Background: an optimization exercise with open tools, aiming at small area, a short achievable clock period and few clock cycles per item. Do not read the settings as production practice. Function was checked by simulation only, so behaviour that the tests miss may differ from the original. No activity file was given, so power comes from the tool's default toggle rates.

run 1:
## buddy_block_allocate_core
module buddy_block_allocate_core (
	input  logic                  clk,
	input  logic                  arst_n,
	input  logic                  in_valid,
	output logic                  in_ready,
	input  logic [SIZE_W-1:0]     req_size,
	output logic                  out_valid,
	input  logic                  out_ready,
	output logic [STATUS_W-1:0]   status,
	output logic [OFF_W-1:0]      block_offset,
	output logic [OUT_LVL_W-1:0]  block_level,
	input  logic                  cfg_valid,
	output logic                  cfg_ready,
	input  logic [CFG_IDX_W-1:0]  cfg_index,
	input  logic [CFG_DATA_W-1:0] cfg_data
);
==> flow/config.mk <==
export PLATFORM = sky130hd
export DESIGN_NAME = buddy_block_allocate_core
export DESIGN_NICKNAME = buddy_block_allocate_core
export VERILOG_FILES = /design/flow/design.v
export SDC_FILE = /design/flow/constraint.sdc
export NUM_CORES = 4
export LEC_CHECK = 0
export CAP_MARGIN = 20
export CORE_MARGIN = 2
export CORE_UTILIZATION = 60
export CTS_BUF_LIST = sky130_fd_sc_hd__clkbuf_8
export SLEW_MARGIN = 20
==> flow/constraint.sdc <==
create_clock -name core_clock -period 10.0 [get_ports {clk}]
set_input_delay 2.0000 -clock core_clock [delete_from_list [all_inputs] [get_ports {clk}]]
set_output_delay 2.0000 -clock core_clock [all_outputs]
set_load 0.01 [all_outputs]
standard.sh (not shown) runs the stock make flow with config.mk's settings and CLKGATE_MAP_FILE= SYNTH_SCRIPT=/design/flow/synth_recipe.tcl, a recipe that flattens the netlist after the stock synthesis.
==> flow/flow/run.sh <==
#!/bin/bash
set -euo pipefail
SETUP_MARGIN=6.5
bash standard.sh SETUP_SLACK_MARGIN=$SETUP_MARGIN \
	"BUFFER_PORTS_ARGS=-buffer_cell sky130_fd_sc_hd__buf_1" finish > flow.log 2>&1
test -s out/final.def
Run 1 completed end to end with timing, DRC and antenna clean.
Testbench counts of run 1, summed over its fixed seeds: cycles 2,462, items 2,304.
Edits applied to the flow inputs when going from run 1 to run 2:
--- a/flow/config.mk
+++ b/flow/config.mk
@@ -6,4 +6,5 @@
 export NUM_CORES = 4
 export LEC_CHECK = 0
+export ABC_AREA = 1
 export CAP_MARGIN = 20
 export CORE_MARGIN = 2
[run 2] combinational-cell power consumption fell about 6% relative to run 1
For run 1, the most common cell after layout, fill and taps aside was edfxtp_1, unlike run 2, where it was nand2_1.
Compared run 2 vs run 1, and number of clock buffers in the layout is down in run 2.
Diff run 1 -> run 2 | total power | decrease of about 5%
Edits applied to the flow inputs when going from run 2 to run 3:
==> flow/flow/run.sh <==
#!/bin/bash
set -euo pipefail
SETUP_MARGIN=6.5
bash standard.sh SETUP_SLACK_MARGIN=$SETUP_MARGIN finish > flow.log 2>&1
test -s out/final.def
--- a/flow/config.mk
+++ b/flow/config.mk
@@ -6,8 +6,6 @@
 export NUM_CORES = 4
 export LEC_CHECK = 0
-export ABC_AREA = 1
 export CAP_MARGIN = 20
 export CORE_MARGIN = 2
-export CORE_UTILIZATION = 60
-export CTS_BUF_LIST = sky130_fd_sc_hd__clkbuf_8
+export CORE_UTILIZATION = 40
 export SLEW_MARGIN = 20
Findings:
Slowest library cell on the worst path = edfxtp_1: run 3; slowest library cell on the worst path = nor3_2: run 2
Sort run 3 and run 2 by clock insertion delay at the later pin of the skew report, descending, and run 2 comes first.
In the flow results for run 3 and run 2, the mux cell area share after synthesis is smaller on run 2.
Run 3 ended with less global-route usage than run 2.
Going from run 2 to run 3, the gate count of the mapped netlist was found to have gone down by 155.
Run 3 vs. run 2: number of non-filler instances in the completed layout shows a reduction of 46, via count shows an increase of 3.1%, count of clock-buffer cells in the layout shows a reduction of 19%, shortest period the worst path allows shows an increase of 0.15 ns.
Taking run 3 over run 2, the wire length ratio works out to 1.2.

== lane 1 ==
buddy_block_allocate_core again, from the RTL that the note above started with.
Design buddy_block_allocate_core, start of the top module:
module buddy_block_allocate_core (
	input  logic                  clk,
	input  logic                  arst_n,
	input  logic                  in_valid,
	output logic                  in_ready,
	input  logic [SIZE_W-1:0]     req_size,
	output logic                  out_valid,
	input  logic                  out_ready,
	output logic [STATUS_W-1:0]   status,
	output logic [OFF_W-1:0]      block_offset,
	output logic [OUT_LVL_W-1:0]  block_level,
	input  logic                  cfg_valid,
	output logic                  cfg_ready,
	input  logic [CFG_IDX_W-1:0]  cfg_index,
	input  logic [CFG_DATA_W-1:0] cfg_data
);
clock: 10.0 ns
lec_check: 0
cap_margin: 20
core_margin: 2
core_utilization: 60
slew_margin: 20
==> flow/flow/run.sh <==
#!/bin/bash
set -euo pipefail
SETUP_MARGIN=6.5
bash standard.sh SETUP_SLACK_MARGIN=$SETUP_MARGIN \
	"BUFFER_PORTS_ARGS=-buffer_cell sky130_fd_sc_hd__buf_1" finish > flow.log 2>&1
test -s out/final.def
Testbench counts of lane 1, summed over its fixed seeds: cycles 2,462, items 2,304.
> inputs changed (lane 1 -> lane 2)
Settings: CTS_CLUSTER_DIAMETER: unset -> 60; ABC_AREA: unset -> 1; CTS_BUF_LIST: unset -> sky130_fd_sc_hd__clkbuf_8; CTS_CLUSTER_SIZE: unset -> 14.
Notes after the runs:
Delta (lane 2 minus lane 1): sequential power dropped about 3%, flip-flop and latch area barely changed, global routing usage on met1 dropped 6.4 points.

separate check: timing with driven ports:
No port has a modelled driver above. Below, the same layouts with a new extraction and two added sets of constraints. Step 1 (the two cells are an assumption about what drives the block):
set clk [get_ports {clk}]
set_driving_cell -lib_cell sky130_fd_sc_hd__clkbuf_16 $clk
set_driving_cell -lib_cell sky130_fd_sc_hd__buf_2 [delete_from_list [all_inputs] $clk]
Step 2 adds t to the input delays and takes it off the output delays; t is the mean of the earliest and latest rising clock arrival at the registers after step 1. Input paths then give back, and output paths get back, about the clock's delay inside the block. Three values: no drivers, after step 1, after step 2; two values: the first two.
run | t, ns | setup slack, ns | worst setup path after step 2 | worst register clock-pin slew, ns | cell pins on the clock port's net
run 1 | 0.555 | 6.517 / 6.517 / 6.028 | input to register | 0.06 / 0.06 | 1
run 2 | 0.567 | 6.701 / 6.719 / 6.152 | input to register | 0.07 / 0.07 | 1
run 3 | 0.548 | 6.552 / 6.519 / 6.054 | input to register | 0.07 / 0.07 | 1
lane 1 | 0.553 | 6.502 / 6.502 / 6.067 | input to register | 0.07 / 0.07 | 1
lane 2 | 0.550 | 6.676 / 6.690 / 6.141 | input to register | 0.10 / 0.10 | 1
After both steps every run listed still meets setup and hold. The setup slack of run 2, which loses most, moves by +0.018 ns with the drivers and by -0.549 ns with both steps.
